Context: an optimization exercise on an open-source flow, tuned for small area, a short achievable clock period and few clock cycles. The choices shown serve that exercise and are no tape-out recipe. At most, simulation tests tie the RTL to the original design; equivalence was not proved. Only the layout flow was run in run 1; the RTL was not checked for function there. Power figures rest on the tool's default switching activity, not on a simulated workload.

==> flow/design.v <==
package rte_pkg;
  localparam int unsigned TABLE_DEPTH = 16;
  localparam int unsigned RESULT_CAP  = 16;
  localparam int unsigned VIEW_MAX    = (TABLE_DEPTH < RESULT_CAP) ? TABLE_DEPTH : RESULT_CAP;
  localparam int unsigned IDX_W       = $clog2(TABLE_DEPTH);
  localparam int unsigned CNT_W       = $clog2(TABLE_DEPTH + 1);
  localparam int unsigned CMD_W    = 3;
  localparam int unsigned STATUS_W = 2;
  localparam int unsigned POS_W    = 4;
  localparam int unsigned COUNT_W  = 5;
  localparam logic [CMD_W-1:0] CMD_APPEND  = 3'd0;
  localparam logic [CMD_W-1:0] CMD_PREPEND = 3'd1;
  localparam logic [CMD_W-1:0] CMD_FIND    = 3'd2;
  localparam logic [CMD_W-1:0] CMD_REMOVE  = 3'd3;
  localparam logic [CMD_W-1:0] CMD_SORT    = 3'd4;
  localparam logic [CMD_W-1:0] CMD_VIEW    = 3'd5;
  localparam logic [STATUS_W-1:0] ST_OK        = 2'd0;
  localparam logic [STATUS_W-1:0] ST_NOT_FOUND = 2'd1;
  localparam logic [STATUS_W-1:0] ST_FULL      = 2'd2;
  localparam logic [STATUS_W-1:0] ST_EMPTY     = 2'd3;
  typedef struct packed {
    logic [31:0] id;
    logic [15:0] score;
    logic [7:0]  cls;
    logic [63:0] name;
  } record_t;
endpackage
module record_table_engine (
  input  logic        clk_i,
  input  logic        rst_ni,
  input  logic        in_valid_i,
  output logic        in_stall_o,
  input  logic [2:0]  cmd_i,
  input  logic [31:0] entry_id_i,
  input  logic [15:0] entry_score_i,
  input  logic [7:0]  entry_class_i,
  input  logic [63:0] entry_name_i,
  output logic        out_valid_o,
  input  logic        out_stall_i,
  output logic [1:0]  status_o,
  output logic [3:0]  position_o,
  output logic [31:0] out_id_o,
  output logic [15:0] out_score_o,
  output logic [7:0]  out_class_o,
  output logic [63:0] out_name_o,
  output logic [4:0]  count_o,
  output logic        last_o
);
  localparam int unsigned N = rte_pkg::TABLE_DEPTH;
  logic [119:0] tab_q [N];
  logic [4:0]   cnt_q, cnt_d;
  logic [N-1:0] vld_q, vld_d;         
  logic         stall_q, stall_d;
  logic         sort_q, sort_d;       
  logic         view_q, view_d;       
  logic         par_q;                
  logic [3:0]   vpos_q, vpos_d;       
  logic         ov_q, ov_d;
  logic [1:0]   ost_q;
  logic [3:0]   opos_q;
  logic [4:0]   ocnt_q;
  logic         olast_q;
  logic [119:0] orec_q;
  logic         sv_q, sv_d;
  logic [1:0]   sst_q;
  logic [3:0]   spos_q;
  logic [4:0]   scnt_q;
  logic         acc, ofree, push, vload, full;
  logic         is_app, is_pre, is_find, is_rem, is_sort, is_view;
  logic         f_app, f_pre, f_rem, sorting, viewing;
  logic [3:0]   vcur;
  logic         vis_last;
  logic [1:0]   r_st;
  logic [3:0]   r_pos;
  logic [4:0]   r_cnt;
  logic [N-1:0] match, mpre;
  logic         any_match;
  logic [3:0]   mpos;
  logic [N-2:0] inv, swp;
  logic         sorted;
  logic [N:0]   vx;                   
  logic [119:0] in_rec, bus;
  logic [N-1:0] s_hold, s_bus, s_prev, s_next;
  assign acc     = in_valid_i && !stall_q;
  assign ofree   = !ov_q || !out_stall_i;
  assign full    = vld_q[N-1];
  assign is_app  = (cmd_i == rte_pkg::CMD_APPEND);
  assign is_pre  = (cmd_i == rte_pkg::CMD_PREPEND);
  assign is_find = (cmd_i == rte_pkg::CMD_FIND);
  assign is_rem  = (cmd_i == rte_pkg::CMD_REMOVE);
  assign is_sort = (cmd_i == rte_pkg::CMD_SORT);
  assign is_view = (cmd_i == rte_pkg::CMD_VIEW);
  assign f_app   = acc && is_app && !full;
  assign f_pre   = acc && is_pre && !full;
  assign f_rem   = acc && is_rem;
  assign sorting = sort_q || (acc && is_sort);
  assign viewing = view_q || (acc && is_view && vld_q[0]);
  assign vload   = viewing && !sv_q && ofree;
  assign vcur    = view_q ? vpos_q : 4'd0;
  assign vis_last = (5'(vcur) + 5'd1 == cnt_q);
  assign vx      = {1'b0, vld_q};
  always_comb begin
    for (int i = 0; i < N; i++)
      match[i] = vld_q[i] && (tab_q[i][119:88] == entry_id_i);
    mpre[0] = match[0];
    for (int i = 1; i < N; i++) mpre[i] = mpre[i-1] | match[i];
    any_match = mpre[N-1];
    mpos = '0;
    for (int i = N - 1; i >= 0; i--) if (match[i]) mpos = 4'(i);
    for (int i = 0; i < N - 1; i++) begin
      inv[i] = vld_q[i+1] && (tab_q[i+1][87:72] > tab_q[i][87:72]);
      swp[i] = sorting && inv[i] && ((i % 2 == 0) == par_q);
    end
    sorted = ~|inv;
  end
  assign in_rec = {entry_id_i, entry_score_i, entry_class_i, entry_name_i};
  assign bus    = viewing ? tab_q[0] : in_rec;
  always_comb begin
    for (int i = 0; i < N; i++) begin
      s_next[i] = (i < N - 1) && ((f_rem && mpre[i]) || swp[i % (N - 1)] || (vload && vx[i+1]));
      s_prev[i] = (i > 0) && (f_pre || swp[(i + N - 2) % (N - 1)]);
      s_bus[i]  = (f_app && !vld_q[i] && (i == 0 || vld_q[(i + N - 1) % N]))
               || (f_pre && i == 0)
               || (vload && vld_q[i] && !vx[i+1]);
      s_hold[i] = !(s_next[i] || s_prev[i] || s_bus[i]);
    end
  end
  for (genvar i = 0; i < N; i++) begin : g_ent
    rte_entry u_ent (
      .clk_i  (clk_i),
      .hold_i (s_hold[i]),
      .bus_i  (s_bus[i]),
      .prev_i (s_prev[i]),
      .next_i (s_next[i]),
      .bus_d  (bus),
      .prev_d (tab_q[(i + N - 1) % N]),
      .next_d (tab_q[(i + 1) % N]),
      .q_o    (tab_q[i])
    );
  end
  always_comb begin
    cnt_d  = cnt_q;
    vld_d  = vld_q;
    r_st   = rte_pkg::ST_OK;
    r_pos  = '0;
    r_cnt  = cnt_q;
    push   = acc && !(is_view && vld_q[0]);
    if ((is_app || is_pre) && full) r_st = rte_pkg::ST_FULL;
    if ((is_find || is_rem) && !any_match) r_st = rte_pkg::ST_NOT_FOUND;
    if (is_view) r_st = rte_pkg::ST_EMPTY;
    if (is_find && any_match) r_pos = mpos;
    if (f_app || f_pre) begin
      cnt_d = cnt_q + 5'd1;
      vld_d = {vld_q[N-2:0], 1'b1};
    end else if (f_rem && any_match) begin
      cnt_d = cnt_q - 5'd1;
      vld_d = {1'b0, vld_q[N-1:1]};
    end
    if ((is_app || is_pre) && !full) r_cnt = cnt_q + 5'd1;
    if (is_rem && any_match)         r_cnt = cnt_q - 5'd1;
    sort_d = sorting && !sorted;
    view_d = viewing && !(vload && vis_last);
    vpos_d = vload ? vcur + 4'd1 : vcur;
    if (!viewing) vpos_d = vpos_q;
  end
  assign sv_d    = !ofree && (sv_q || push);
  assign ov_d    = ofree ? (push || sv_q || vload) : 1'b1;
  assign stall_d = sort_d || view_d || sv_d;
  always_ff @(posedge clk_i) begin
    if (ofree) begin
      if (sv_q) begin
        ost_q   <= sst_q;
        opos_q  <= spos_q;
        ocnt_q  <= scnt_q;
        olast_q <= 1'b1;
        orec_q  <= '0;
      end else if (vload) begin
        ost_q   <= rte_pkg::ST_OK;
        opos_q  <= vcur;
        ocnt_q  <= cnt_q;
        olast_q <= vis_last;
        orec_q  <= tab_q[0];
      end else begin
        ost_q   <= r_st;
        opos_q  <= r_pos;
        ocnt_q  <= r_cnt;
        olast_q <= 1'b1;
        orec_q  <= '0;
      end
    end
    if (push) begin
      sst_q  <= r_st;
      spos_q <= r_pos;
      scnt_q <= r_cnt;
    end
  end
  always_ff @(posedge clk_i or negedge rst_ni) begin
    if (!rst_ni) begin
      cnt_q   <= '0;
      vld_q   <= '0;
      stall_q <= 1'b0;
      sort_q  <= 1'b0;
      view_q  <= 1'b0;
      par_q   <= 1'b0;
      vpos_q  <= '0;
      ov_q    <= 1'b0;
      sv_q    <= 1'b0;
    end else begin
      cnt_q   <= cnt_d;
      vld_q   <= vld_d;
      stall_q <= stall_d;
      sort_q  <= sort_d;
      view_q  <= view_d;
      par_q   <= par_q ^ sorting;
      vpos_q  <= vpos_d;
      ov_q    <= ov_d;
      sv_q    <= sv_d;
    end
  end
  assign in_stall_o  = stall_q;
  assign out_valid_o = ov_q;
  assign status_o    = ost_q;
  assign position_o  = opos_q;
  assign count_o     = ocnt_q;
  assign last_o      = olast_q;
  assign {out_id_o, out_score_o, out_class_o, out_name_o} = orec_q;
endmodule
module rte_entry (
  input  logic         clk_i,
  input  logic         hold_i,
  input  logic         bus_i,
  input  logic         prev_i,
  input  logic         next_i,
  input  logic [119:0] bus_d,
  input  logic [119:0] prev_d,
  input  logic [119:0] next_d,
  output logic [119:0] q_o
);
  always_ff @(posedge clk_i) begin
    q_o <= ({120{hold_i}} & q_o)
         | ({120{bus_i}}  & bus_d)
         | ({120{prev_i}} & prev_d)
         | ({120{next_i}} & next_d);
  end
endmodule
==> flow/run.sh <==
#!/bin/bash
# synth_recipe.tcl (not shown) runs the flow's synth.tcl, then flattens the netlist and writes it again
# the make line also repeats each setting of config.mk as NAME=value (left out here)
make -C /OpenROAD-flow-scripts/flow DESIGN_CONFIG=/design/flow/config.mk WORK_HOME=/design/flow/orfs CLKGATE_MAP_FILE= SYNTH_SCRIPT=/design/flow/synth_recipe.tcl finish
==> flow/config.mk <==
export PLATFORM = sky130hd
export DESIGN_NAME = record_table_engine
export DESIGN_NICKNAME = record_table_engine
export VERILOG_FILES = /design/flow/design.v
export SDC_FILE = /design/flow/constraint.sdc
export NUM_CORES = 4
export LEC_CHECK = 0
export CAP_MARGIN = 20
export CORE_MARGIN = 2
export CORE_UTILIZATION = 60
export SETUP_SLACK_MARGIN = 2.0
export SLEW_MARGIN = 20
export SYNTH_HIERARCHICAL = 1
==> flow/constraint.sdc <==
create_clock -name core_clock -period 6.0 [get_ports {clk_i}]
set_input_delay 1.2000 -clock core_clock [delete_from_list [all_inputs] [get_ports {clk_i}]]
set_output_delay 1.2000 -clock core_clock [all_outputs]
set_load 0.01 [all_outputs]
==> flow_summary.ini, run 1 <==
[route]
drt_iter0_drc = 24600
num_vias = 110000
wl_per_cell_um = 38.3
firstDrtPassIters = 13
via_per_inst = 7.92
totalWireLength_um = 531000
top_layer_used = met5
wl_met3_um = 96300
drc = 0
detail-route-antenna-nets = 0
routed-wl-met2_um = 203000
wl_met1_um = 179000

[timing]
fin_crit_sh_pct = 69.2
finalSetupViolCount = 0
drv_slew = 0
final_hold_viol_count = 0
clock_skew_ns = 0.107
max_freq_ghz = 0.241
fin_tns_setup_ns = 0
layout_min_cycle_time_ns = 4.15
rsz0062_at_grt = true
max-slew-margin-rel_pct = 6.22
worst_slew_pin_slew_ns = 1.41

[global_route]
grt_max_degree = 121
grt_pass1_wl_um = 731000
grt_pass1_vias = 102000
overflow = 0
antenna_found_initial = 42
grt_usage_pct = 55.6

[yosys]
ys_ff_latch = 2094
synth_warnings = 9
synth-main-ff-cell = dfxtp_1
synth_common_cells = 3845 x a22oi_1, 2072 x nand2_1, 1920 x dfxtp_1, 577 x buf_6, 382 x xor2_1
avgSynthCellArea_um2 = 9.39
synth_top_area_share_pct = 36.5
synthesis.area_um2 = 105000
ys_top_cells_by_area = dfxtp_1 36%, a22oi_1 27%, nand2_1 7.4%
synth.largest_area_cell = dfxtp_1
synth_cell_type_count = 79
synth_most_common_cell = a22oi_1
async_reset_ff_share_pct = 1.48
yosysSeqAreaShare_pct = 41.3
synth_edf_count = 143
netlist_instances = 11200

[floorplan]
initial_utilization_pct = 60.5
ioPinCount = 261
die_area_um2 = 179000
die_w_um = 423
row_count = 153
fp.dieH_um = 423
core_um2 = 174000

[place]
place_area_um2 = 109000
dpl.hpwl_um = 307000
gp_congestion = 1.10
dp.cells = 13300
port_buffers = 260

[cts]
htreeDepth = 4
cts_sinks = 2094
cts_tree = yes
clk_latency_ns = 0.98
clk_pin_slew_worst_paths_ns = 0.07
cts_buffers = 214
cts_root_buf = clkbuf_16
clockBufferDepth = 3
ctsHoldBuffers = 0

[critical_path]
crit_fanout = 60
cp.required_ns = 6.88
startpoint = g_ent[14].u_ent.q_o[73]$_DFF_P_
rr_startpoint = g_ent[14].u_ent.q_o[73]$_DFF_P_
reg2reg_depth = 13
arrival_ns = 5.03
cp-start-kind = flop
path_class = reg -> reg
r2r_slack_ns = 1.85
reg2reg_to = g_ent[15].u_ent.q_o[37]$_DFF_P_
end_kind = flop

[layout]
final_layout_size_suffix_gt1_share_pct = 11.1
final_cells = 13800
areaGrowthSynthToFinish_pct = 12.8
stdcell_area_um2 = 119000
nets = 11700
fillers = 13400

[run]
drv_cap = 0

[run_status]
outcome = finished clean

[pwr]
vdd_drop_max_mv = 0.387
p_per_area_nw_per_um2 = 506
p_leak_nw = 49.3
finalPower_w = 0.0602

[hold_path]
hold_class = in -> async
## flip-flops by register name, summed over array words and instances (netlist names), 2 cells and up
register	flops
scnt_q	5
cnt_q	5
g_ent.u_ent.q_o	1920
opos_q	4
vld_q	16
orec_q	120
ocnt_q	5
sst_q	2
ost_q	2
vpos_q	4
spos_q	4
## cell type report
type | instances | area (µm²) | area share [%]
multi-input combinational | 7927 | 54500 | 45.8
sequential | 2094 | 43500 | 36.6
timing repair buffer | 802 | 9510 | 8.00
clock buffer | 307 | 6170 | 5.18
tap | 2325 | 2910 | 2.45
clock inverter | 96 | 1280 | 1.07
inverter | 258 | 968 | 0.814
antenna | 40 | 100 | 0.0842
## worst max-delay path by stage
stage / cells past startpoint / endpoint / slack (ns)
after floorplan: 15 / g_ent[11].u_ent.q_o[73]$_DFF_P_ / 2.01
after global placement: 17 / g_ent[10].u_ent.q_o[100]$_DFF_P_ / 0.33
after detailed placement: 17 / g_ent[10].u_ent.q_o[100]$_DFF_P_ / 0.31
after CTS: 14 / g_ent[2].u_ent.q_o[89]$_DFF_P_ / 1.99
after global routing: 16 / g_ent[15].u_ent.q_o[50]$_DFF_P_ / 1.95
final: 13 / g_ent[15].u_ent.q_o[37]$_DFF_P_ / 1.85
## kinds of logic after synthesis
group / synth area share [%]
muxes: 1.26
DFF: 41.3
adders and majority gates: 2.88
and+or+nand+nor: 11.6
buffers and inverters: 8.89
xor gates and xnor gates: 4.36
other: 0.00356
AOI/OAI and AO/OA: 29.8
## Yosys stat by module (local to each module, per instance)
module | cell area, µm² | times used
record_table_engine | 23400 | 1
rte_entry | 5130 | 16
## where the power goes
part           internal, W  switching [W]
registers           0.0183        0.00525
clock network      0.00802        0.00629
logic              0.00814         0.0142
total               0.0345         0.0257
## per-stage QoR
step	setup WS [ns]	util, %	hold WS (ns)
2_1_floorplan	2.01	-	0.467
3_3_place_gp	0.329	62.3	0.475
6_report	1.85	68.3	0.349
5_1_grt	1.95	68.2	0.398
4_1_cts	1.99	67.4	0.373
3_5_place_dp	0.306	62.3	0.489
## worst max-delay path: stages, from the launching register on
cell       delay (ns)
dfxtp_1          0.49
inv_1            0.09
ha_1             0.30
nor2b_1          0.15
o21a_1           0.13
o21a_1           0.12
o211ai_1         0.09
a21oi_1          0.31
o21ai_0          0.21
a311oi_2         0.77
or2_4            0.40
bufbuf_16        0.65
a22oi_1          0.22
nand2_1          0.11
## layer usage
layer | track usage [%] | up-vias
li1 | - | 42700
met1 | 69.1 | 51800
met2 | 74.0 | 12000
met3 | 25.4 | 3272
met4 | 42.5 | 30
met5 | 0.269 | -
## timing repair
item | in CTS | in global routing
buffers inserted | 10 | 50
endpoints found under the setup margin | 1891 | 1846
resized for setup | 211 | 182
cloned | 12 | 19
pin swaps | 7 | 35
## layout by cell type, fill, tap and decap left out, types with 42 or more instances in the layout
master and count:
o21a_1 50, xor2_1 313, nand4_1 115, clkbuf_16 232, buf_4 298, nor3_1 43, xnor2_1 126, buf_12 156
nand2_1 2059, nor2_1 77, a21o_1 42, mux2_2 106, clkdlybuf4s50_1 226, clkbuf_8 44, nor4_1 157, ha_1 243
xor2_2 59, dfxtp_1 1918, inv_1 258, clkbuf_1 48, edfxtp_1 143, a21oi_1 69, o21ai_0 54, a22oi_1 3841
clkinv_2 47, and2_1 110
==> run 2, diff against run 1 <==
--- a/flow/design.v
+++ b/flow/design.v
@@ -81,6 +81,18 @@
   logic [N:0]   vx;                   
   logic [119:0] in_rec, bus;
   logic [N-1:0] s_hold, s_bus, s_prev, s_next;
+  function automatic logic score_gt(input logic [15:0] a, input logic [15:0] b);
+    logic [15:0] g, e;
+    g = a & ~b;
+    e = ~(a ^ b);
+    for (int w = 1; w < 16; w = w * 2) begin
+      for (int k = 0; k < 16; k = k + 2 * w) begin
+        g[k] = g[k + w] | (e[k + w] & g[k]);
+        e[k] = e[k + w] & e[k];
+      end
+    end
+    score_gt = g[0];
+  endfunction
   assign acc     = in_valid_i && !stall_q;
   assign ofree   = !ov_q || !out_stall_i;
   assign full    = vld_q[N-1];
@@ -108,7 +120,7 @@
     mpos = '0;
     for (int i = N - 1; i >= 0; i--) if (match[i]) mpos = 4'(i);
     for (int i = 0; i < N - 1; i++) begin
-      inv[i] = vld_q[i+1] && (tab_q[i+1][87:72] > tab_q[i][87:72]);
+      inv[i] = vld_q[i+1] && score_gt(tab_q[i+1][87:72], tab_q[i][87:72]);
       swp[i] = sorting && inv[i] && ((i % 2 == 0) == par_q);
     end
     sorted = ~|inv;
==> flow/flow/run.sh (new file) <==
#!/bin/bash
# Layout flow: the standard layout (standard.sh, the ORFS flow from the
# standard synthesis to the final DEF), with one change: buffer_ports puts a
# plain buffer (buf_4) on every input and output port instead of the delay
# cell it picks by default.  Each ORFS step keeps its own log under
# orfs/logs/; make's own output goes to standard.log here.
set -euo pipefail
export BUFFER_PORTS_ARGS="-buffer_cell sky130_fd_sc_hd__buf_4"
bash standard.sh > standard.log 2>&1
==> flow/standard.sh (new file) <==
#!/bin/bash
# synth_recipe.tcl (not shown) runs the flow's synth.tcl, then flattens the netlist and writes it again
# the make line also repeats each setting of config.mk as NAME=value (left out here)
make -C /OpenROAD-flow-scripts/flow DESIGN_CONFIG=/design/flow/config.mk WORK_HOME=/design/flow/orfs CLKGATE_MAP_FILE= SYNTH_SCRIPT=/design/flow/synth_recipe.tcl "${@:-finish}"
--- a/flow/config.mk
+++ b/flow/config.mk
@@ -8,6 +8,6 @@
 export CAP_MARGIN = 20
 export CORE_MARGIN = 2
 export CORE_UTILIZATION = 60
-export SETUP_SLACK_MARGIN = 2.0
+export SETUP_SLACK_MARGIN = 2.5
 export SLEW_MARGIN = 20
 export SYNTH_HIERARCHICAL = 1
removed: flow/run.sh
==> run 2 against run 1 <==
The run now fails in global routing (5_1_grt). Synthesized area decreased by 0.84%. Synthesized cell count shrank 0.60%.
==> flow_summary.ini, run 2 <==
[cts]
cts_buffers = 213
cts_root_buf = clkbuf_16
clockBufferDepth = 3
cts_sinks = 2094
htreeDepth = 4

[place]
pre_cts_slack_ns = 0.331
dpl.hpwl_um = 294000
gp_congestion = 1.09
port_buffers = 260

[yosys]
synthesis.area_um2 = 105000
synth_warnings = 9
ys_ff_latch = 2094
avgSynthCellArea_um2 = 9.36
yosysSeqAreaShare_pct = 41.6
synth-main-ff-cell = dfxtp_1
synth_edf_count = 143
synth.largest_area_cell = dfxtp_1
synth_most_common_cell = a22oi_1
synth_cell_type_count = 74
netlist_instances = 11200
ys_top_cells_by_area = dfxtp_1 37%, a22oi_1 28%, nand2_1 7.5%
synth_common_cells = 3846 x a22oi_1, 2079 x nand2_1, 1920 x dfxtp_1, 550 x buf_6, 336 x buf_2
synth_top_area_share_pct = 36.8
async_reset_ff_share_pct = 1.48

[global_route]
overflow = 155
grt_usage_pct = 83.7
grt_max_degree = 121

[run_status]
outcome = stopped before the end
error = [ERROR GRT-0232] Routing congestion too high. Check the congestion heatmap in the GUI.
stop_stage = global routing (5_1_grt)

[floorplan]
initial_utilization_pct = 60.3
die_w_um = 421
fp.dieH_um = 421
row_count = 153
ioPinCount = 261
==> run 2: Yosys stat by module (local to each module, per instance) <==
module               cells  flip-flops and latches
record_table_engine   2653                     174
rte_entry              532                     120
==> run 2: kinds of logic after synthesis <==
| kind of cell | after synthesis | synth area share [%] |
|---|---|---|
| AOI/OAI and AO/OA | 4196 | 29.7 |
| xor gates and xnor gates | 517 | 4.33 |
| adders and majority gates | 228 | 2.73 |
| buffers and inverters | 1214 | 8.72 |
| DFF | 2094 | 41.6 |
| muxes | 117 | 1.24 |
| other | 1 | 0.00359 |
| and+or+nand+nor | 2798 | 11.6 |
==> run 2: worst max path at each step <==
stage	slack (ns)	to
global placement	0.39	g_ent[9].u_ent.q_o[8]$_DFF_P_
floorplan	1.91	ocnt_q[4]$_DFFE_PN_
detailed placement	0.33	g_ent[9].u_ent.q_o[40]$_DFF_P_
CTS	2.29	g_ent[3].u_ent.q_o[112]$_DFF_P_
==> run 2: timing repair <==
item	CTS
gates resized for setup	631
hold endpoints to repair	0
cloned	87
buffers inserted	143
pin swaps	77
hold buffers	0
endpoints found under the setup margin	1962
==> run 2: power by group through the flow <==
stage | sequential (W) | clock (W) | combinational, W
2_1_floorplan | 0.0168 | 0 | 0.00409
3_3_place_gp | 0.0172 | 0 | 0.00602
3_5_place_dp | 0.0173 | 0 | 0.00622
4_1_cts | 0.0170 | 0.0139 | 0.00673
==> run 2: routing by layer <==
layer | GRT overflow | track usage (%)
met1 | 6 | 85.8
met2 | 75 | 93.1
met3 | 10 | 76.3
met4 | 64 | 77.4
met5 | 0 | 52.7
==> run 2: per-stage QoR <==
| step | cells | area (µm²) | utilization (%) |
|---|---|---|---|
| after floorplan | 11200 | 105000 | - |
| after global placement | 13100 | 105000 | 60.8 |
| after detailed placement | 13100 | 105000 | 60.8 |
| after CTS | 13700 | 120000 | 69.1 |
Testbench counts of run 2, summed over its fixed seeds: cycles 9,586.
==> run 3, diff against run 2 <==
--- a/flow/config.mk
+++ b/flow/config.mk
@@ -7,7 +7,9 @@
 export LEC_CHECK = 0
 export CAP_MARGIN = 20
 export CORE_MARGIN = 2
-export CORE_UTILIZATION = 60
-export SETUP_SLACK_MARGIN = 2.5
+export CORE_UTILIZATION = 55
+export CTS_BUF_LIST = sky130_fd_sc_hd__clkbuf_4
+export SETUP_SLACK_MARGIN = 2.0
 export SLEW_MARGIN = 20
 export SYNTH_HIERARCHICAL = 1
+export TNS_END_PERCENT = 20
==> run 3 against run 2 <==
The run now finishes clean. Synthesized area unchanged. Synthesized cell count unchanged.
==> flow_summary.ini, run 3 <==
[cts]
clk_pin_slew_worst_paths_ns = 0.07
cts_root_buf = clkbuf_4
htreeDepth = 6
cts_tree = yes
cts_buffers = 581
clockBufferDepth = 4
clk_latency_ns = 1.63
cts_sinks = 2094

[global_route]
overflow = 0
grt_usage_pct = 52.7
grt_max_degree = 121
use_met1_pct = 63.1
met2_usage_pct = 74.0
antenna_found_initial = 27
grt_pass1_vias = 102000
grt_use_met3_pct = 20.2
grt_pass1_wl_um = 743000
busiest_layer = met2

[yosys]
synth_top_area_share_pct = 36.8
synthesis.area_um2 = 105000
ys_top_cells_by_area = dfxtp_1 37%, a22oi_1 28%, nand2_1 7.5%
synth_edf_count = 143
avgSynthCellArea_um2 = 9.36
synth_cell_type_count = 74
netlist_instances = 11200
async_reset_ff_share_pct = 1.48
synth_warnings = 9
synth_most_common_cell = a22oi_1
synth-main-ff-cell = dfxtp_1
synth.largest_area_cell = dfxtp_1
yosysSeqAreaShare_pct = 41.6
ys_ff_latch = 2094
synth_common_cells = 3846 x a22oi_1, 2079 x nand2_1, 1920 x dfxtp_1, 550 x buf_6, 336 x buf_2

[route]
num_vias = 108000
firstDrtPassIters = 9
via_per_inst = 7.57
wl_per_cell_um = 37.8
drc = 0
totalWireLength_um = 542000
drt_iter0_drc = 21500
detail-route-antenna-nets = 0

[timing]
worst_slew_pin_slew_ns = 1.36
clock_skew_ns = 0.152
layout_min_cycle_time_ns = 4.23
max-slew-margin-rel_pct = 9.43
holdWs_ns = 0.0438
fin_tns_setup_ns = 0
final_hold_viol_count = 0
drv_slew = 0
rsz0062_at_grt = true
max_freq_ghz = 0.236
fin_crit_sh_pct = 70.5
finalSetupViolCount = 0

[layout]
most-common-layout-cells = 3846 x a22oi_1, 2060 x nand2_1, 1914 x dfxtp_1
final_util_pct = 60.3
regArea_um2 = 43500
mostFrequentLayoutCell = a22oi_1
top_register = g_ent.u_ent.q_o
fillers = 16300
final_layout_size_suffix_gt1_share_pct = 14.9
nets = 11700
largest_register_ffs = 1920
areaGrowthSynthToFinish_pct = 9.29
largestRegisters = g_ent.u_ent.q_o: 1920 flops, orec_q: 120 flops, vld_q: 16 flops
multi_input_area_um2 = 53300
stdcell_area_um2 = 114000

[critical_path]
arrival_ns = 5.70
path_class = reg -> reg
crit_fanout = 48
cp-start-kind = flop
cp.required_ns = 7.47
end_kind = flop

[run]
drv_cap = 0

[pwr]
p_per_area_nw_per_um2 = 327
p_int_w = 0.0248
p_leak_nw = 48.5
clockPowerShare_pct = 35.6
seqPwrFrac_pct = 46.0
power.switching_w = 0.0125
combPwrFrac_pct = 18.3
vdd_drop_max_mv = 0.241
swShare_pct = 33.5

[place]
dpl.hpwl_um = 302000
port_buffers = 260
place_area_um2 = 106000
gp_congestion = 1.06

[floorplan]
row_count = 160
core_um2 = 190000
ioPinCount = 261
die_w_um = 440
initial_utilization_pct = 55.1
fp.dieH_um = 440
die_area_um2 = 194000

[run_status]
outcome = finished clean

[hold_path]
hold_class = in -> reg
==> run 3: cell counts after synthesis <==
No cell type changed its count.
==> run 3: power groups by stage <==
stage	Sequential [W]	Combinational (W)	Clock (W)
2_1_floorplan	0.0168	0.00409	0
6_report	0.0172	0.00684	0.0133
3_3_place_gp	0.0173	0.00612	0
3_5_place_dp	0.0173	0.00630	0
4_1_cts	0.0170	0.00640	0.0132
5_1_grt	0.0172	0.00712	0.0140
==> run 3: path summary, 6_finish.rpt <==
check	from	endpoint	slack (ns)	cells after the start
max	g_ent[6].u_ent.q_o[119]$_DFF_P_	g_ent[7].u_ent.q_o[20]$_DFF_P_	1.77	11
min	cmd_i[1]	sst_q[1]$_DFFE_PP_	0.04	2
max reg2reg	g_ent[6].u_ent.q_o[119]$_DFF_P_	g_ent[7].u_ent.q_o[20]$_DFF_P_	1.77	11
min reg2reg	g_ent[9].u_ent.q_o[22]$_DFF_P_	g_ent[8].u_ent.q_o[22]$_DFF_P_	0.45	2
max in group asynchronous	rst_ni	vld_q[2]$_DFFE_PN0P_	5.32	2
min in group asynchronous	rst_ni	vld_q[0]$_DFFE_PN0P_	0.33	2
==> run 3: critical path: stages, from the launching register on <==
cell      delay [ns]
dfxtp_1         0.35
xnor2_1         0.69
nand4_1         0.18
nor4_1          0.36
and3_1          0.65
nor4bb_4        0.13
nand2_1         0.20
a22oi_1         0.14
nand2_4         0.23
buf_4           0.84
a22oi_1         0.16
nand2_1         0.12
==> run 3: final cells by class <==
cell class,count,share of cell area (%)
Antenna cell,44,0.0964
Clock buffer,871,5.72
Clock inverter,104,0.474
Inverter,256,0.841
Multi-Input combinational cell,7863,46.6
Sequential cell,2094,38.1
Tap cell,2511,2.75
Timing Repair Buffer,589,5.42
==> run 3: routing by layer <==
layer / up-vias / wire length [µm]
met1: 51500 / 184000
met5: - / 127
met3: 3009 / 85800
li1: 43000 / -
met4: 6 / 55600
met2: 11000 / 217000
==> run 3: per-stage QoR <==
step                      setup slack [ns]  total power [W]  std cells
after floorplan                       1.91           0.0209      11200
after global placement               0.551           0.0234      13300
after detailed placement             0.548           0.0236      13300
after CTS                             1.87           0.0366      14300
after global routing                  1.89           0.0383      14300
final                                 1.77           0.0374      14300
==> run 3: what timing repair did <==
| item | in CTS | in global routing |
|---|---|---|
| buffers inserted | 9 | 15 |
| setup endpoints to repair | 1776 | 1775 |
| cloned | 7 | 13 |
| resized for setup | 73 | 79 |
| hold buffers | 1 | 0 |
| pin swaps | 6 | 8 |
| hold endpoints to repair | 31 | 0 |
==> run 3: cell families after synthesis <==
logic type | after synthesis | synth area share, %
other | 1 | 0.00359
muxes | 117 | 1.24
and+or+nand+nor | 2798 | 11.6
xor gates and xnor gates | 517 | 4.33
AOI/OAI and AO/OA | 4196 | 29.7
adders and majority gates | 228 | 2.73
DFF | 2094 | 41.6
buffers and inverters | 1214 | 8.72
==> run 3: Yosys stat by module, one instance, submodules excluded <==
| module | flip-flops and latches | cell area [µm²] | times used |
|---|---|---|---|
| record_table_engine | 174 | 22500 | 1 |
| rte_entry | 120 | 5130 | 16 |
==> run 4, diff against run 3 <==
--- a/flow/config.mk
+++ b/flow/config.mk
@@ -9,7 +9,7 @@
 export CORE_MARGIN = 2
 export CORE_UTILIZATION = 55
 export CTS_BUF_LIST = sky130_fd_sc_hd__clkbuf_4
-export SETUP_SLACK_MARGIN = 2.0
+export SETUP_SLACK_MARGIN = 2.3
 export SLEW_MARGIN = 20
 export SYNTH_HIERARCHICAL = 1
 export TNS_END_PERCENT = 20
==> run 4 against run 3 <==
Now fails the layout checks on max-slew violations. Global-route usage is 0.75 points higher. Sequential share of layout area is 1.3 points lower. Critical path type unchanged. Final cell count is 0.47% higher. Critical endpoint is now g_ent[3].u_ent.q_o[85]$_DFF_P_. Utilization is 2.2 points higher. Die area stayed put. Setup slack worse by 0.34 ns. Clock power hardly changed. Register-to-register slack worse by 0.34 ns. Non-clock buffer count is 60 higher. Clock skew is 0.0057 ns lower. Maximum frequency is 7.4% lower.
==> flow_summary.ini, run 4 <==
[run_status]
outcome = failed layout checks
violations = max-slew violations

[timing]
max_freq_ghz = 0.219
max-slew-margin-rel_pct = -41.3
clock_skew_ns = 0.146
rsz0062_at_grt = true
drv_slew = 103
finalSetupViolCount = 0
fin_crit_sh_pct = 76.2
final_hold_viol_count = 0
worst_slew_pin_slew_ns = 2.12
layout_min_cycle_time_ns = 4.57
fin_tns_setup_ns = 0

[layout]
final_cells = 14400
areaGrowthSynthToFinish_pct = 13.3
top_register = g_ent.u_ent.q_o
nets = 11800
largest_register_ffs = 1920
most-common-layout-cells = 3596 x a22oi_1, 2058 x nand2_1, 1863 x dfxtp_1
largestRegisters = g_ent.u_ent.q_o: 1920 flops, orec_q: 120 flops, vld_q: 16 flops
final_layout_size_suffix_gt1_share_pct = 19.0
mostFrequentLayoutCell = a22oi_1

[hold_path]
worstHoldStart = cmd_i[1]
hold_class = in -> reg

[critical_path]
r2r_slack_ns = 1.43
worst_path_max_delay_cell = a22oi_1
path_class = reg -> reg
end_kind = flop
startpoint = g_ent[2].u_ent.q_o[73]$_DFF_P_
timing.critical_path.cells = inv_1 > ha_1 > nand2_1 > o21bai_1 > a21oi_1 > o21ai_0 > a2111o_1 > a221oi_4 > o21ai_0 > buf_4 > nand2b_2 > nand2_4 > buf_12 > a22oi_1 > nand2_1
cpPeakStageDelay_ns = 0.62
crit_fanout = 120
rr_startpoint = g_ent[2].u_ent.q_o[73]$_DFF_P_
cp.required_ns = 7.36
arrival_ns = 5.93
cp-start-kind = flop

[cts]
cts_root_buf = clkbuf_4
htreeDepth = 6
cts_buffers = 585
clk_pin_slew_worst_paths_ns = 0.07
cts_tree = yes
clockBufferDepth = 4
clk_latency_ns = 1.57
cts_sinks = 2094

[yosys]
synth_edf_count = 143
netlist_instances = 11200
synth_cell_type_count = 74
synth_common_cells = 3846 x a22oi_1, 2079 x nand2_1, 1920 x dfxtp_1, 550 x buf_6, 336 x buf_2
synth_most_common_cell = a22oi_1
synth_warnings = 9
synth_top_area_share_pct = 36.8
ys_top_cells_by_area = dfxtp_1 37%, a22oi_1 28%, nand2_1 7.5%
synth-main-ff-cell = dfxtp_1
yosysSeqAreaShare_pct = 41.6
avgSynthCellArea_um2 = 9.36
async_reset_ff_share_pct = 1.48
synth.largest_area_cell = dfxtp_1
synthesis.area_um2 = 105000
ys_ff_latch = 2094

[route]
drc = 0
num_vias = 110000
totalWireLength_um = 564000
wl_per_cell_um = 39.2
detail-route-antenna-nets = 0
via_per_inst = 7.66
drt_iter0_drc = 23200
firstDrtPassIters = 22

[place]
port_buffers = 260
dpl.hpwl_um = 291000
dp.cells = 13200
gp_congestion = 1.07

[global_route]
overflow = 0
grt_usage_pct = 53.5
antenna_found_initial = 48
grt_max_degree = 121
grt_pass1_wl_um = 751000
grt_pass1_vias = 102000

[pwr]
vdd_drop_max_mv = 0.199
p_leak_nw = 49.9
p_per_area_nw_per_um2 = 321

[floorplan]
die_area_um2 = 194000
initial_utilization_pct = 55.1
die_w_um = 440
row_count = 160
ioPinCount = 261
fp.dieH_um = 440
core_um2 = 190000

[run]
drv_cap = 0
==> run 4: changes by cell type in the layout (fill, tap and decap cells not counted), moves of 26 or more <==
cell	delta
a22oi_1	-250
buf_16	+34
xor2_1	-33
a22oi_2	+250
xnor2_2	+26
dfxtp_2	+46
xnor2_1	-36
dfxtp_1	-51
==> run 4: path summary, 6_finish.rpt <==
check                                                      end  cells after the start
min in group asynchronous                     view_q$_DFF_PN0_                      2
worst max register to register  g_ent[3].u_ent.q_o[85]$_DFF_P_                     15
worst min-delay path                        sst_q[1]$_DFFE_PP_                      2
worst max-delay path            g_ent[3].u_ent.q_o[85]$_DFF_P_                     15
max in group asynchronous                vld_q[12]$_DFFE_PN0P_                      2
worst min register to register  g_ent[8].u_ent.q_o[16]$_DFF_P_                      2
==> run 4: per-layer routing <==
layer  share of wire, %  track usage (%)  vias to the layer above  wire length (µm)
met3                 17             22.1                     3338             94500
met2                 39             74.5                    11300            222000
met4                 11             45.4                       34             60500
met1                 33             63.5                    52400            186000
met5              0.046            0.273                        -               258
li1                   -                -                    43100                 -
==> run 4: critical path, delay by kind of cell, from the launching register on <==
kind,cells,cell delay [ns]
AO/OA/AOI/OAI,7,2.05
buffers and inverters,3,0.51
flip-flops,1,0.37
AND/OR/NAND/NOR,4,0.40
adder cells (fa/ha/maj),1,0.28
==> run 4: through the flow <==
stage	cell area (µm²)	setup WS (ns)	hold WS (ns)	power (W)	utilization [%]
2_1_floorplan	106000	1.91	0.466	0.0209	-
3_3_place_gp	106000	0.441	0.482	0.0234	56.1
3_5_place_dp	106000	0.359	0.492	0.0237	56.1
4_1_cts	116000	2.19	0.0642	0.0369	61.0
5_1_grt	118000	1.84	0.125	0.0389	62.5
6_report	118000	1.43	0.0826	0.0380	62.5
==> run 4: cells by family after synthesis <==
family	count (synthesis)	synth area share (%)
mux	117	1.24
flops	2094	41.6
fa+ha+maj	228	2.73
other cells	1	0.00359
compound gates	4196	29.7
xor+xnor	517	4.33
buf+inv	1214	8.72
simple gates	2798	11.6
==> run 4: Yosys stat by module, one instance, submodules excluded <==
module,area [µm²],times used,cells inside
rte_entry,5130,16,532
record_table_engine,22500,1,2653
==> run 4: cell type report <==
class                   count  area [µm²]
clock buffers             879        6600
inverters                 256         961
clock inverters            94         564
fillers                 15800       71100
flip-flops and latches   2094       43600
multi-input cells        7866       55700
diodes                     50         125
well taps                2511        3140
repair buffers            649        7810
==> run 4: where the power goes <==
group	internal, W	switching, W	leakage [nW]
logic	0.00277	0.00463	28.0
registers	0.0155	0.00165	17.6
clock network	0.00693	0.00655	4.33
total	0.0252	0.0128	49.9
==> run 4: what timing repair did <==
action / CTS / global route
endpoints found under the setup margin: 1951 / 1943
setup buffers: 32 / 38
pin swaps: 18 / 48
gates resized for setup: 200 / 315
cloned: 26 / 47
hold buffers: 1 / 0
endpoints found under the hold margin: 31 / 0
==> run 5, diff against run 4 <==
--- a/flow/design.v
+++ b/flow/design.v
@@ -55,6 +55,9 @@
   logic         view_q, view_d;       
   logic         par_q;                
   logic [3:0]   vpos_q, vpos_d;       
+  logic         rmp_q, rmp_d;         
+  logic [N-1:0] rmk_q, rmk_d;         
+  logic         sinit_q, sinit_d;     
   logic         ov_q, ov_d;
   logic [1:0]   ost_q;
   logic [3:0]   opos_q;
@@ -73,7 +76,7 @@
   logic [1:0]   r_st;
   logic [3:0]   r_pos;
   logic [4:0]   r_cnt;
-  logic [N-1:0] match, mpre;
+  logic [N-1:0] idm, match, mpre;
   logic         any_match;
   logic [3:0]   mpos;
   logic [N-2:0] inv, swp;
@@ -105,15 +108,17 @@
   assign f_app   = acc && is_app && !full;
   assign f_pre   = acc && is_pre && !full;
   assign f_rem   = acc && is_rem;
-  assign sorting = sort_q || (acc && is_sort);
+  assign sorting = sort_q || sinit_q || (acc && is_sort && !rmp_q);
   assign viewing = view_q || (acc && is_view && vld_q[0]);
-  assign vload   = viewing && !sv_q && ofree;
+  assign vload   = viewing && !sv_q && ofree && !rmp_q;
   assign vcur    = view_q ? vpos_q : 4'd0;
   assign vis_last = (5'(vcur) + 5'd1 == cnt_q);
   assign vx      = {1'b0, vld_q};
   always_comb begin
     for (int i = 0; i < N; i++)
-      match[i] = vld_q[i] && (tab_q[i][119:88] == entry_id_i);
+      idm[i] = (tab_q[i][119:88] == entry_id_i);
+    for (int i = 0; i < N; i++)
+      match[i] = vld_q[i] && ((rmp_q && rmk_q[i]) ? ((i < N - 1) && idm[(i + 1) % N]) : idm[i]);
     mpre[0] = match[0];
     for (int i = 1; i < N; i++) mpre[i] = mpre[i-1] | match[i];
     any_match = mpre[N-1];
@@ -129,11 +134,13 @@
   assign bus    = viewing ? tab_q[0] : in_rec;
   always_comb begin
     for (int i = 0; i < N; i++) begin
-      s_next[i] = (i < N - 1) && ((f_rem && mpre[i]) || swp[i % (N - 1)] || (vload && vx[i+1]));
-      s_prev[i] = (i > 0) && (f_pre || swp[(i + N - 2) % (N - 1)]);
       s_bus[i]  = (f_app && !vld_q[i] && (i == 0 || vld_q[(i + N - 1) % N]))
                || (f_pre && i == 0)
                || (vload && vld_q[i] && !vx[i+1]);
+      s_next[i] = (i < N - 1) && ((rmp_q && rmk_q[i] && !f_pre && !s_bus[i])
+                                  || swp[i % (N - 1)] || (vload && vx[i+1]));
+      s_prev[i] = (i > 0) && ((f_pre && !(rmp_q && rmk_q[(i + N - 1) % N]))
+                              || swp[(i + N - 2) % (N - 1)]);
       s_hold[i] = !(s_next[i] || s_prev[i] || s_bus[i]);
     end
   end
@@ -170,14 +177,20 @@
     end
     if ((is_app || is_pre) && !full) r_cnt = cnt_q + 5'd1;
     if (is_rem && any_match)         r_cnt = cnt_q - 5'd1;
-    sort_d = sorting && !sorted;
+    rmp_d   = f_rem && any_match;
+    rmk_d   = mpre;
+    sinit_d = acc && is_sort && rmp_q;
+    sort_d  = sorting && !sorted;
     view_d = viewing && !(vload && vis_last);
     vpos_d = vload ? vcur + 4'd1 : vcur;
     if (!viewing) vpos_d = vpos_q;
   end
   assign sv_d    = !ofree && (sv_q || push);
   assign ov_d    = ofree ? (push || sv_q || vload) : 1'b1;
-  assign stall_d = sort_d || view_d || sv_d;
+  assign stall_d = sort_d || sinit_d || view_d || sv_d;
+  always_ff @(posedge clk_i) begin
+    rmk_q <= rmk_d;
+  end
   always_ff @(posedge clk_i) begin
     if (ofree) begin
       if (sv_q) begin
@@ -215,6 +228,8 @@
       view_q  <= 1'b0;
       par_q   <= 1'b0;
       vpos_q  <= '0;
+      rmp_q   <= 1'b0;
+      sinit_q <= 1'b0;
       ov_q    <= 1'b0;
       sv_q    <= 1'b0;
     end else begin
@@ -225,6 +240,8 @@
       view_q  <= view_d;
       par_q   <= par_q ^ sorting;
       vpos_q  <= vpos_d;
+      rmp_q   <= rmp_d;
+      sinit_q <= sinit_d;
       ov_q    <= ov_d;
       sv_q    <= sv_d;
     end
--- a/flow/config.mk
+++ b/flow/config.mk
@@ -9,7 +9,7 @@
 export CORE_MARGIN = 2
 export CORE_UTILIZATION = 55
 export CTS_BUF_LIST = sky130_fd_sc_hd__clkbuf_4
-export SETUP_SLACK_MARGIN = 2.3
+export SETUP_SLACK_MARGIN = 2.0
 export SLEW_MARGIN = 20
 export SYNTH_HIERARCHICAL = 1
 export TNS_END_PERCENT = 20
==> run 5 against run 4 <==
Now clean on timing, DRC and antenna. First-iteration DRC count down 12%. Critical path type unchanged. Combinational power is 120% higher. Maximum frequency rose by 8.7%. Register-to-register slack improved by 0.36 ns. Cell area fell by 4.9%. Die area increased by 0.42%. Highest routed layer unchanged. Synthesized area increased by 0.42%. Setup slack better by 0.36 ns.
==> flow_summary.ini, run 5 <==
[run_status]
outcome = finished clean

[route]
drt_iter0_drc = 20300
num_vias = 107000
totalWireLength_um = 528000
firstDrtPassIters = 9
via_per_inst = 7.52
detail-route-antenna-nets = 0
wl_per_cell_um = 37.2
drc = 0

[critical_path]
worst_path_max_delay_cell = clkbuf_8
cp-start-kind = flop
cp.required_ns = 7.36
cpPeakStageDelay_ns = 0.74
path_buf_inv = 2
startpoint = g_ent[12].u_ent.q_o[85]$_DFF_P_
end_kind = flop
arrival_ns = 5.56
timing.critical_path.cells = inv_1 > ha_1 > a21o_1 > a21oi_1 > nor2b_1 > o21ai_0 > o221ai_1 > a31oi_4 > or2_2 > o311ai_4 > nor3_2 > clkbuf_8 > a22oi_1 > nand2_1
rr_startpoint = g_ent[12].u_ent.q_o[85]$_DFF_P_
path_class = reg -> reg
crit_fanout = 48
path_delay_family = compound AO/OA/AOI/OAI gates

[floorplan]
row_count = 160
core_um2 = 190000
initial_utilization_pct = 55.3
ioPinCount = 261
fp.dieH_um = 441
die_area_um2 = 194000
die_w_um = 441

[layout]
stdcell_area_um2 = 113000
largestRegisters = g_ent.u_ent.q_o: 1920 flops, orec_q: 120 flops
final_layout_size_suffix_gt1_share_pct = 14.3
most-common-layout-cells = 3843 x a22oi_1, 2062 x nand2_1, 1936 x dfxtp_1
nets = 11600
areaGrowthSynthToFinish_pct = 7.27
mostFrequentLayoutCell = a22oi_1
top_register = g_ent.u_ent.q_o
largest_register_ffs = 1920

[yosys]
async_reset_ff_share_pct = 1.56
synth_common_cells = 3843 x a22oi_1, 2067 x nand2_1, 1936 x dfxtp_1, 604 x buf_6, 419 x xnor2_1
synth.largest_area_cell = dfxtp_1
synth_most_common_cell = a22oi_1
synth_edf_count = 143
ys_ff_latch = 2112
synth-main-ff-cell = dfxtp_1
yosysSeqAreaShare_pct = 41.8
synthesis.area_um2 = 105000
synth_top_area_share_pct = 36.9
netlist_instances = 11100
ys_top_cells_by_area = dfxtp_1 37%, a22oi_1 27%, nand2_1 7.4%
synth_warnings = 9
synth_cell_type_count = 89
avgSynthCellArea_um2 = 9.46

[cts]
cts_sinks = 2112
clockBufferDepth = 4
cts_root_buf = clkbuf_4
cts_tree = yes
clk_pin_slew_worst_paths_ns = 0.07
cts_buffers = 597
clk_latency_ns = 1.55
htreeDepth = 6

[timing]
finalSetupViolCount = 0
max_freq_ghz = 0.238
layout_min_cycle_time_ns = 4.21
clock_skew_ns = 0.144
fin_crit_sh_pct = 70.1
worst_slew_pin_slew_ns = 1.34
rsz0062_at_grt = true
fin_tns_setup_ns = 0
final_hold_viol_count = 0
drv_slew = 0
max-slew-margin-rel_pct = 10.2

[global_route]
overflow = 0
grt_pass1_vias = 99600
grt_max_degree = 122
grt_usage_pct = 51.2
grt_pass1_wl_um = 725000
antenna_found_initial = 42

[place]
gp_congestion = 1.10
place_area_um2 = 104000
dpl.hpwl_um = 264000
port_buffers = 260

[pwr]
vdd_drop_max_mv = 0.742
p_per_area_nw_per_um2 = 445
p_leak_nw = 47.5

[run]
drv_cap = 0

[hold_path]
worstHoldStart = cmd_i[1]
hold_class = in -> reg
==> run 5: changes by cell type after synthesis, moves of 18 or more <==
| cell | previous run | this run |
|---|---|---|
| nand2b_1 | 38 | 16 |
| buf_2 | 336 | 292 |
| xor2_1 | 264 | 104 |
| nor2_1 | 68 | 86 |
| a21o_1 | 57 | 95 |
| o21a_1 | 31 | 13 |
| xnor2_1 | 253 | 419 |
| nor4_1 | 127 | 42 |
| buf_6 | 550 | 604 |
| o21ai_0 | 91 | 71 |
==> run 5: cells by family (layout without fill, tap and decap cells) <==
kind of cell | Yosys count | count (layout) | share of synthesized area (%)
compound gates | 4244 | 4246 | 30.0
xor+xnor | 527 | 527 | 4.42
fa+ha+maj | 228 | 228 | 2.72
buf+inv | 1223 | 1739 | 9.12
flops | 2112 | 2112 | 41.8
mux | 118 | 118 | 1.25
other cells | 1 | 37 | 0.00357
simple gates | 2650 | 2650 | 10.7
==> run 5: stage by stage <==
step	utilization (%)	std cells	hold slack [ns]	power [W]	setup WS [ns]
final	59.3	14200	0.0969	0.0501	1.79
after floorplan	-	11100	0.454	0.0292	1.95
after global placement	54.9	13100	0.476	0.0344	0.949
after detailed placement	54.9	13100	0.474	0.0348	0.871
after CTS	59.0	14100	0.0603	0.0485	1.74
after global routing	59.3	14100	0.0904	0.0514	1.83
==> run 5: repair_timing <==
item                        CTS  global route
resized for setup            37            65
cloned                        2            10
hold buffers                  1             0
setup buffers                 5            16
pin swaps                     2             5
hold endpoints to repair     33             0
setup endpoints to repair  1392          1619
==> run 5: path summary, 6_finish.rpt <==
| path | endpoint | slack [ns] | cells after the start |
|---|---|---|---|
| setup / recovery | g_ent[12].u_ent.q_o[91]$_DFF_P_ | 1.79 | 14 |
| hold / removal | sst_q[1]$_DFFE_PP_ | 0.1 | 2 |
| setup reg to reg | g_ent[12].u_ent.q_o[91]$_DFF_P_ | 1.79 | 14 |
| max in group asynchronous | vld_q[2]$_DFFE_PN0P_ | 5.31 | 2 |
| hold reg to reg | g_ent[7].u_ent.q_o[35]$_DFF_P_ | 0.42 | 2 |
| min in group asynchronous | vpos_q[3]$_DFFE_PN0N_ | 0.30 | 2 |
==> run 5: metal layers <==
metal  global-route usage [%]  wire length, µm  vias up
li1                         -                -    42500
met1                     62.8           185000    50700
met2                     71.8           212000    10400
met3                     20.7            83200     2856
met4                     37.7            47500       38
met5                    0.273              356        -
==> run 5: report_power, final <==
| group | internal (W) | switching, W | total [W] |
|---|---|---|---|
| combinational | 0.00532 | 0.0112 | 0.0165 |
| sequential | 0.0170 | 0.00288 | 0.0199 |
| clock | 0.00719 | 0.00659 | 0.0138 |
| total | 0.0295 | 0.0206 | 0.0501 |
==> run 5: cell type report <==
| class | instances | area (µm²) |
|---|---|---|
| Clock inverter | 91 | 528 |
| Clock buffer | 922 | 6920 |
| Multi-Input combinational cell | 7775 | 52500 |
| Tap cell | 2511 | 3140 |
| Antenna cell | 31 | 77.6 |
| Timing Repair Buffer | 469 | 4610 |
| Fill cell | 16900 | 77400 |
| Sequential cell | 2112 | 43900 |
| Inverter | 257 | 965 |
==> run 5: per-module statistics from Yosys (local to each module, per instance) <==
module,flops+latches,copies in the design,cells inside,cell area [µm²]
record_table_engine,192,1,2591,23000
rte_entry,120,16,532,5130
Testbench counts of run 5, summed over its fixed seeds: cycles 9,680.
==> run 6, diff against run 5 <==
--- a/flow/config.mk
+++ b/flow/config.mk
@@ -5,11 +5,11 @@
 export SDC_FILE = /design/flow/constraint.sdc
 export NUM_CORES = 4
 export LEC_CHECK = 0
-export CAP_MARGIN = 20
+export CAP_MARGIN = 40
 export CORE_MARGIN = 2
 export CORE_UTILIZATION = 55
 export CTS_BUF_LIST = sky130_fd_sc_hd__clkbuf_4
 export SETUP_SLACK_MARGIN = 2.0
-export SLEW_MARGIN = 20
+export SLEW_MARGIN = 40
 export SYNTH_HIERARCHICAL = 1
 export TNS_END_PERCENT = 20
==> run 6 against run 5 <==
Synthesized area unchanged. Via count up 0.23%. Routed wire length about the same. Cell area grew 1.5%. Total power about the same. First-iteration DRC count grew 0.84%. Clock skew decreased by 0.036 ns. Combinational power barely moved. Highest routed layer unchanged.
==> flow_summary.ini, run 6 <==
[timing]
finalSetupViolCount = 0
clock_skew_ns = 0.108
max_freq_ghz = 0.240
drv_slew = 0
layout_min_cycle_time_ns = 4.16
fin_crit_sh_pct = 69.4
fin_tns_setup_ns = 0
rsz0062_at_grt = true
worst_slew_pin_slew_ns = 1.03
max-slew-margin-rel_pct = 31.2
final_hold_viol_count = 0

[run_status]
outcome = finished clean

[cts]
cts_buffers = 591
cts_tree = yes
clk_pin_slew_worst_paths_ns = 0.06
cts_root_buf = clkbuf_4
htreeDepth = 6
cts_sinks = 2112
clockBufferDepth = 4
clk_latency_ns = 1.49

[floorplan]
initial_utilization_pct = 55.3
fp.dieH_um = 441
die_area_um2 = 194000
core_um2 = 190000
row_count = 160
die_w_um = 441
ioPinCount = 261

[yosys]
yosysSeqAreaShare_pct = 41.8
yosys.area_share.adder_pct = 2.72
synth_top_family_by_area = compound AO/OA/AOI/OAI gates
netlist_instances = 11100
synthMuxAreaShare_pct = 1.25
synth_most_common_cell = a22oi_1
avgSynthCellArea_um2 = 9.46
ys_ff_latch = 2112
synth_cell_type_count = 89
synth_common_cells = 3843 x a22oi_1, 2067 x nand2_1, 1936 x dfxtp_1, 604 x buf_6, 419 x xnor2_1
synth_top_area_share_pct = 36.9
synth_simple_gate_area_share_pct = 10.7
synth_warnings = 9
ys_top_cells_by_area = dfxtp_1 37%, a22oi_1 27%, nand2_1 7.4%
synth-main-ff-cell = dfxtp_1
synth_compound_area_share_pct = 30.0
async_reset_ff_share_pct = 1.56
synth-xor-area-share_pct = 4.42
synthesis.area_um2 = 105000
synth_edf_count = 143
synth.largest_area_cell = dfxtp_1

[critical_path]
cp.required_ns = 7.24
path_depth = 10
crit_fanout = 5
worst_path_max_delay_cell = nor4_2
cp-start-kind = flop
timing.critical_path.cells = xnor2_1 > nand4_1 > nor4_2 > nand3_1 > a21boi_0 > nor2_1 > o21ai_0 > a21oi_1 > o2111a_1 > a21o_1
startpoint = g_ent[8].u_ent.q_o[107]$_DFF_P_
path_delay_family = simple AND/OR/NAND/NOR gates
cpPeakStageDelay_ns = 0.86
r2r_slack_ns = 1.84
endpoint = opos_q[1]$_DFFE_PN_
reg2reg_depth = 10
end_kind = flop
arrival_ns = 5.40
reg2reg_to = opos_q[1]$_DFFE_PN_
rr_startpoint = g_ent[8].u_ent.q_o[107]$_DFF_P_
path_class = reg -> reg
path_buf_inv = 0

[route]
wl_per_cell_um = 37.2
num_vias = 107000
via_per_inst = 7.51
totalWireLength_um = 528000
drc = 0
detail-route-antenna-nets = 0
firstDrtPassIters = 10
drt_iter0_drc = 20500

[run]
drv_cap = 0

[pwr]
p_per_area_nw_per_um2 = 438
vdd_drop_max_mv = 0.681
finalPower_w = 0.0501
p_leak_nw = 48.3

[layout]
multi_input_area_um2 = 52700
top_register = g_ent.u_ent.q_o
areaGrowthSynthToFinish_pct = 8.87
final_util_pct = 60.2
nets = 11600
regArea_um2 = 43900
most-common-layout-cells = 3843 x a22oi_1, 2062 x nand2_1, 1936 x dfxtp_1
fillers = 16600
largest_register_ffs = 1920
final_layout_size_suffix_gt1_share_pct = 14.8
largestRegisters = g_ent.u_ent.q_o: 1920 flops, orec_q: 120 flops
mostFrequentLayoutCell = a22oi_1

[global_route]
antenna_found_initial = 41
overflow = 0
grt_pass1_wl_um = 730000
grt_usage_pct = 51.6
grt_max_degree = 101
grt_pass1_vias = 100000

[hold_path]
hold_class = in -> reg

[place]
gp_congestion = 1.10
port_buffers = 260
dpl.hpwl_um = 290000
run 6: cell counts after synthesis:
Identical to the previous run, type by type.
run 6: through the flow:
step,setup slack (ns),hold slack [ns],std cells,cell area [µm²]
after floorplan,1.95,0.454,11100,105000
after global placement,0.949,0.476,13100,104000
after detailed placement,1.07,0.486,13100,106000
after CTS,1.83,0.0744,14200,114000
after global routing,1.86,0.0804,14200,114000
final,1.84,0.121,14200,114000
run 6: modules after synthesis (local to each module, per instance):
module,cell area (µm²),copies in the design,flip-flops and latches
record_table_engine,23000,1,192
rte_entry,5130,16,120
run 6: final cells by class:
cell class / instances / area share [%]
timing repair buffer: 527 / 5.43
antenna: 28 / 0.0613
sequential: 2112 / 38.4
clock inverter: 109 / 0.504
inverter: 257 / 0.844
clock buffer: 899 / 5.90
tap: 2511 / 2.75
multi-input combinational: 7775 / 46.1
run 6: power breakdown:
part	leakage, nW	switching, W	internal [W]
Sequential	17.8	0.00289	0.0170
Combinational	26.0	0.0112	0.00548
Clock	4.45	0.00656	0.00701
run 6: routing by layer:
metal / share of wire (%) / global-route usage, % / up-vias
li1: - / - / 42600
met1: 35 / 63.0 / 50900
met2: 40 / 71.6 / 10400
met3: 16 / 21.2 / 2825
met4: 9.2 / 39.4 / 41
met5: 0.071 / 0.868 / -
run 6: kinds of logic after synthesis:
| family | Yosys count |
|---|---|
| AOI/OAI and AO/OA | 4244 |
| xor gates and xnor gates | 527 |
| adders and majority gates | 228 |
| buffers and inverters | 1223 |
| DFF | 2112 |
| muxes | 118 |
| other | 1 |
| and+or+nand+nor | 2650 |
run 6: repair_timing:
action / in CTS / in global routing
pin swaps: 3 / 4
gates resized for setup: 34 / 60
setup endpoints to repair: 954 / 1273
setup buffers: 7 / 11
cloned: 3 / 10
endpoints found under the hold margin: 33 / 0
hold buffers: 1 / 0
run 6: worst min-delay path by stage:
stage | cells after the start | startpoint | slack (ns) | endpoint
floorplan | 1 | par_q$_DFF_PN0_ | 0.45 | par_q$_DFF_PN0_
global placement | 1 | par_q$_DFF_PN0_ | 0.48 | par_q$_DFF_PN0_
detailed placement | 1 | par_q$_DFF_PN0_ | 0.49 | par_q$_DFF_PN0_
CTS | 2 | cmd_i[1] | 0.07 | sst_q[1]$_DFFE_PP_
global route | 2 | cmd_i[1] | 0.08 | sst_q[1]$_DFFE_PP_
finish | 2 | cmd_i[1] | 0.12 | sst_q[1]$_DFFE_PP_
==> run 7, diff against run 6 <==
--- a/flow/config.mk
+++ b/flow/config.mk
@@ -5,11 +5,11 @@
 export SDC_FILE = /design/flow/constraint.sdc
 export NUM_CORES = 4
 export LEC_CHECK = 0
-export CAP_MARGIN = 40
+export CAP_MARGIN = 30
 export CORE_MARGIN = 2
-export CORE_UTILIZATION = 55
+export CORE_UTILIZATION = 62
 export CTS_BUF_LIST = sky130_fd_sc_hd__clkbuf_4
 export SETUP_SLACK_MARGIN = 2.0
-export SLEW_MARGIN = 40
+export SLEW_MARGIN = 30
 export SYNTH_HIERARCHICAL = 1
 export TNS_END_PERCENT = 20
==> run 7 against run 6 <==
Clock skew grew 0.049 ns. Maximum frequency shrank 1.6%. Worst hold slack gained 0.040 ns. Non-clock buffer count shrank 49. Total power grew 0.18%. Now fails the layout checks on max-slew violations. Final cell count shrank 2.8%.
==> flow_summary.ini, run 7 <==
[run_status]
outcome = failed layout checks
violations = max-slew violations

[timing]
holdWs_ns = 0.161
clock_skew_ns = 0.158
drv_slew = 63
final_hold_viol_count = 0
worst_slew_pin_slew_ns = 1.75
rsz0062_at_grt = true
finalSetupViolCount = 0
max-slew-margin-rel_pct = -16.3
max_freq_ghz = 0.236
fin_tns_setup_ns = 0
layout_min_cycle_time_ns = 4.23
fin_crit_sh_pct = 70.5

[yosys]
synth_cell_type_count = 89
synth_compound_area_share_pct = 30.0
avgSynthCellArea_um2 = 9.46
synth_top_family_by_area = compound AO/OA/AOI/OAI gates
async_reset_ff_share_pct = 1.56
synth_common_cells = 3843 x a22oi_1, 2067 x nand2_1, 1936 x dfxtp_1, 604 x buf_6, 419 x xnor2_1
ys_top_cells_by_area = dfxtp_1 37%, a22oi_1 27%, nand2_1 7.4%
synth_most_common_cell = a22oi_1
synth.largest_area_cell = dfxtp_1
synth-main-ff-cell = dfxtp_1
yosysSeqAreaShare_pct = 41.8
netlist_instances = 11100
synth_simple_gate_area_share_pct = 10.7
synth-xor-area-share_pct = 4.42
synthMuxAreaShare_pct = 1.25
yosys.area_share.adder_pct = 2.72
synth_top_area_share_pct = 36.9
synth_edf_count = 143
ys_ff_latch = 2112
synth_warnings = 9
synthesis.area_um2 = 105000

[place]
port_buffers = 260
dpl.hpwl_um = 263000
dp.cells = 12800
place_area_um2 = 104000
gp_congestion = 1.08

[cts]
clk_latency_ns = 1.55
cts_root_buf = clkbuf_4
clk_pin_slew_worst_paths_ns = 0.07
htreeDepth = 6
cts_buffers = 577
clockBufferDepth = 4
cts_sinks = 2112
cts_tree = yes

[pwr]
vdd_drop_max_mv = 0.762
p_leak_nw = 47.7
p_per_area_nw_per_um2 = 446
finalPower_w = 0.0502

[floorplan]
initial_utilization_pct = 62.2
die_w_um = 416
die_area_um2 = 173000
fp.dieH_um = 416
ioPinCount = 261
core_um2 = 169000
row_count = 151

[critical_path]
rr_startpoint = g_ent[10].u_ent.q_o[85]$_DFF_P_
reg2reg_to = g_ent[10].u_ent.q_o[2]$_DFF_P_
r2r_slack_ns = 1.77
end_kind = flop
arrival_ns = 5.57
reg2reg_depth = 13
crit_fanout = 53
cp.required_ns = 7.34
cp-start-kind = flop
path_class = reg -> reg

[global_route]
grt_pass1_vias = 103000
overflow = 0
grt_usage_pct = 56.7
antenna_found_initial = 34
grt_max_degree = 122
grt_pass1_wl_um = 719000

[route]
via_per_inst = 7.87
totalWireLength_um = 517000
drt_iter0_drc = 23900
firstDrtPassIters = 13
detail-route-antenna-nets = 0
num_vias = 109000
drc = 0
wl_per_cell_um = 37.4

[layout]
final_cells = 13800
top_register = g_ent.u_ent.q_o
stdcell_area_um2 = 113000
areaGrowthSynthToFinish_pct = 7.26
largestRegisters = g_ent.u_ent.q_o: 1920 flops, orec_q: 120 flops
nets = 11600
fillers = 13700
final_layout_size_suffix_gt1_share_pct = 14.2
most-common-layout-cells = 3843 x a22oi_1, 2062 x nand2_1, 1936 x dfxtp_1
regArea_um2 = 43900
mostFrequentLayoutCell = a22oi_1
multi_input_area_um2 = 52600
largest_register_ffs = 1920

[hold_path]
worstHoldStart = cmd_i[1]
min_to = sst_q[1]$_DFFE_PP_
hold_depth = 2
hold_class = in -> reg

[run]
drv_cap = 0
## run 7: cell families after synthesis
| family | Yosys count |
|---|---|
| AO/OA/AOI/OAI | 4244 |
| other | 1 |
| multiplexers | 118 |
| buffers and inverters | 1223 |
| flip-flops | 2112 |
| XOR/XNOR | 527 |
| AND/OR/NAND/NOR | 2650 |
| adder cells (fa/ha/maj) | 228 |
## run 7: worst max-delay path by stage
stage	depth (start not counted)	slack, ns	from	to
global placement	13	0.58	entry_id_i[26]	vld_q[12]$_DFFE_PN0P_
finish	13	1.77	g_ent[10].u_ent.q_o[85]$_DFF_P_	g_ent[10].u_ent.q_o[2]$_DFF_P_
detailed placement	13	0.78	entry_id_i[3]	vld_q[13]$_DFFE_PN0P_
CTS	15	1.91	g_ent[14].u_ent.q_o[73]$_DFF_P_	g_ent[15].u_ent.q_o[4]$_DFF_P_
floorplan	14	1.95	out_stall_i	g_ent[5].u_ent.q_o[73]$_DFF_P_
global route	13	1.79	g_ent[11].u_ent.q_o[85]$_DFF_P_	g_ent[11].u_ent.q_o[39]$_DFF_P_
## run 7: per-stage QoR
stage	setup WS, ns	utilization [%]
after detailed placement	0.775	61.7
after CTS	1.91	66.1
after global routing	1.79	66.7
after floorplan	1.95	-
after global placement	0.579	61.7
final	1.77	66.7
## run 7: per-module statistics from Yosys (local to each module, per instance)
module / copies in the design / cells inside
record_table_engine: 1 / 2591
rte_entry: 16 / 532
## run 7: what timing repair did
| action | 4_1_cts | 5_1_grt |
|---|---|---|
| setup endpoints to repair | 1308 | 1581 |
| hold buffers | 1 | 0 |
| resized for setup | 37 | 58 |
| endpoints found under the hold margin | 33 | 0 |
| pin swaps | 2 | 5 |
| cloned | 5 | 6 |
| setup buffers | 1 | 7 |
## run 7: power breakdown
part           switching [W]  leakage, nW  internal [W]
Combinational         0.0114         25.5       0.00547
Sequential           0.00299         17.8        0.0170
Clock                0.00639         4.31       0.00696
Total                 0.0208         47.7        0.0294
## run 7: critical path, stage by stage (launching register included)
cell      delay [ns]
dfxtp_1         0.43
inv_1           0.08
ha_1            0.31
a21o_1          0.18
a21oi_1         0.14
nor2b_1         0.06
o21ai_0         0.34
o311ai_0        0.24
a31oi_2         0.69
o21ai_4         0.15
nor3_2          0.33
buf_6           0.75
a22oi_1         0.24
nand2_1         0.10
## run 7: area by class of cell
| cell class | instances | area share (%) |
|---|---|---|
| multi-input cells | 7773 | 46.7 |
| inverters | 257 | 0.857 |
| repair buffers | 478 | 4.58 |
| clock buffers | 873 | 5.82 |
| diodes | 25 | 0.0556 |
| clock inverters | 82 | 0.511 |
| flip-flops and latches | 2112 | 39.0 |
| well taps | 2218 | 2.46 |
## run 7: layer usage
layer / up-vias / GRT usage (%) / part of all wire, %
li1: 42400 / - / -
met1: 50300 / 66.8 / 32
met2: 12300 / 77.8 / 39
met3: 3832 / 24.9 / 18
met4: 26 / 49.5 / 11
met5: - / 1.58 / 0.077

-- afterwards: timing with drivers on the ports --
Ports are ideal in the flow. The routed layouts listed here were re-timed in OpenROAD.
Step 1 sets driving cells, clkbuf_16 on the clock port and buf_2 on the other inputs (assumed; they add their load-dependent delay and slew).
Step 2 moves the port delays by t, midway between the first and last clock arrival at a register: inputs arrive t later, outputs are due t later. That takes back most of the time a late clock gives input paths.
Three values: ideal ports, drivers, drivers and shift; two values: the first two.
| run | shift t [ns] | setup WS [ns] | hold slack, ns |
|---|---|---|---|
| run 1 | 1.035 | 1.846 / 1.846 / 0.835 | 0.349 / 0.419 / 0.466 |
| run 3 | 1.645 | 1.769 / 1.769 / 0.595 | 0.044 / 0.144 / 0.451 |
| run 4 | 1.588 | 1.430 / 1.430 / 0.578 | 0.083 / 0.090 / 0.455 |
| run 5 | 1.579 | 1.795 / 1.795 / 0.707 | 0.097 / 0.116 / 0.417 |
| run 6 | 1.545 | 1.836 / 1.836 / 0.727 | 0.121 / 0.141 / 0.443 |
| run 7 | 1.560 | 1.768 / 1.768 / 0.646 | 0.161 / 0.091 / 0.390 |
For run 3, which loses most, drivers alone change the setup slack by 0.000 ns; drivers and shift together by -1.174 ns.
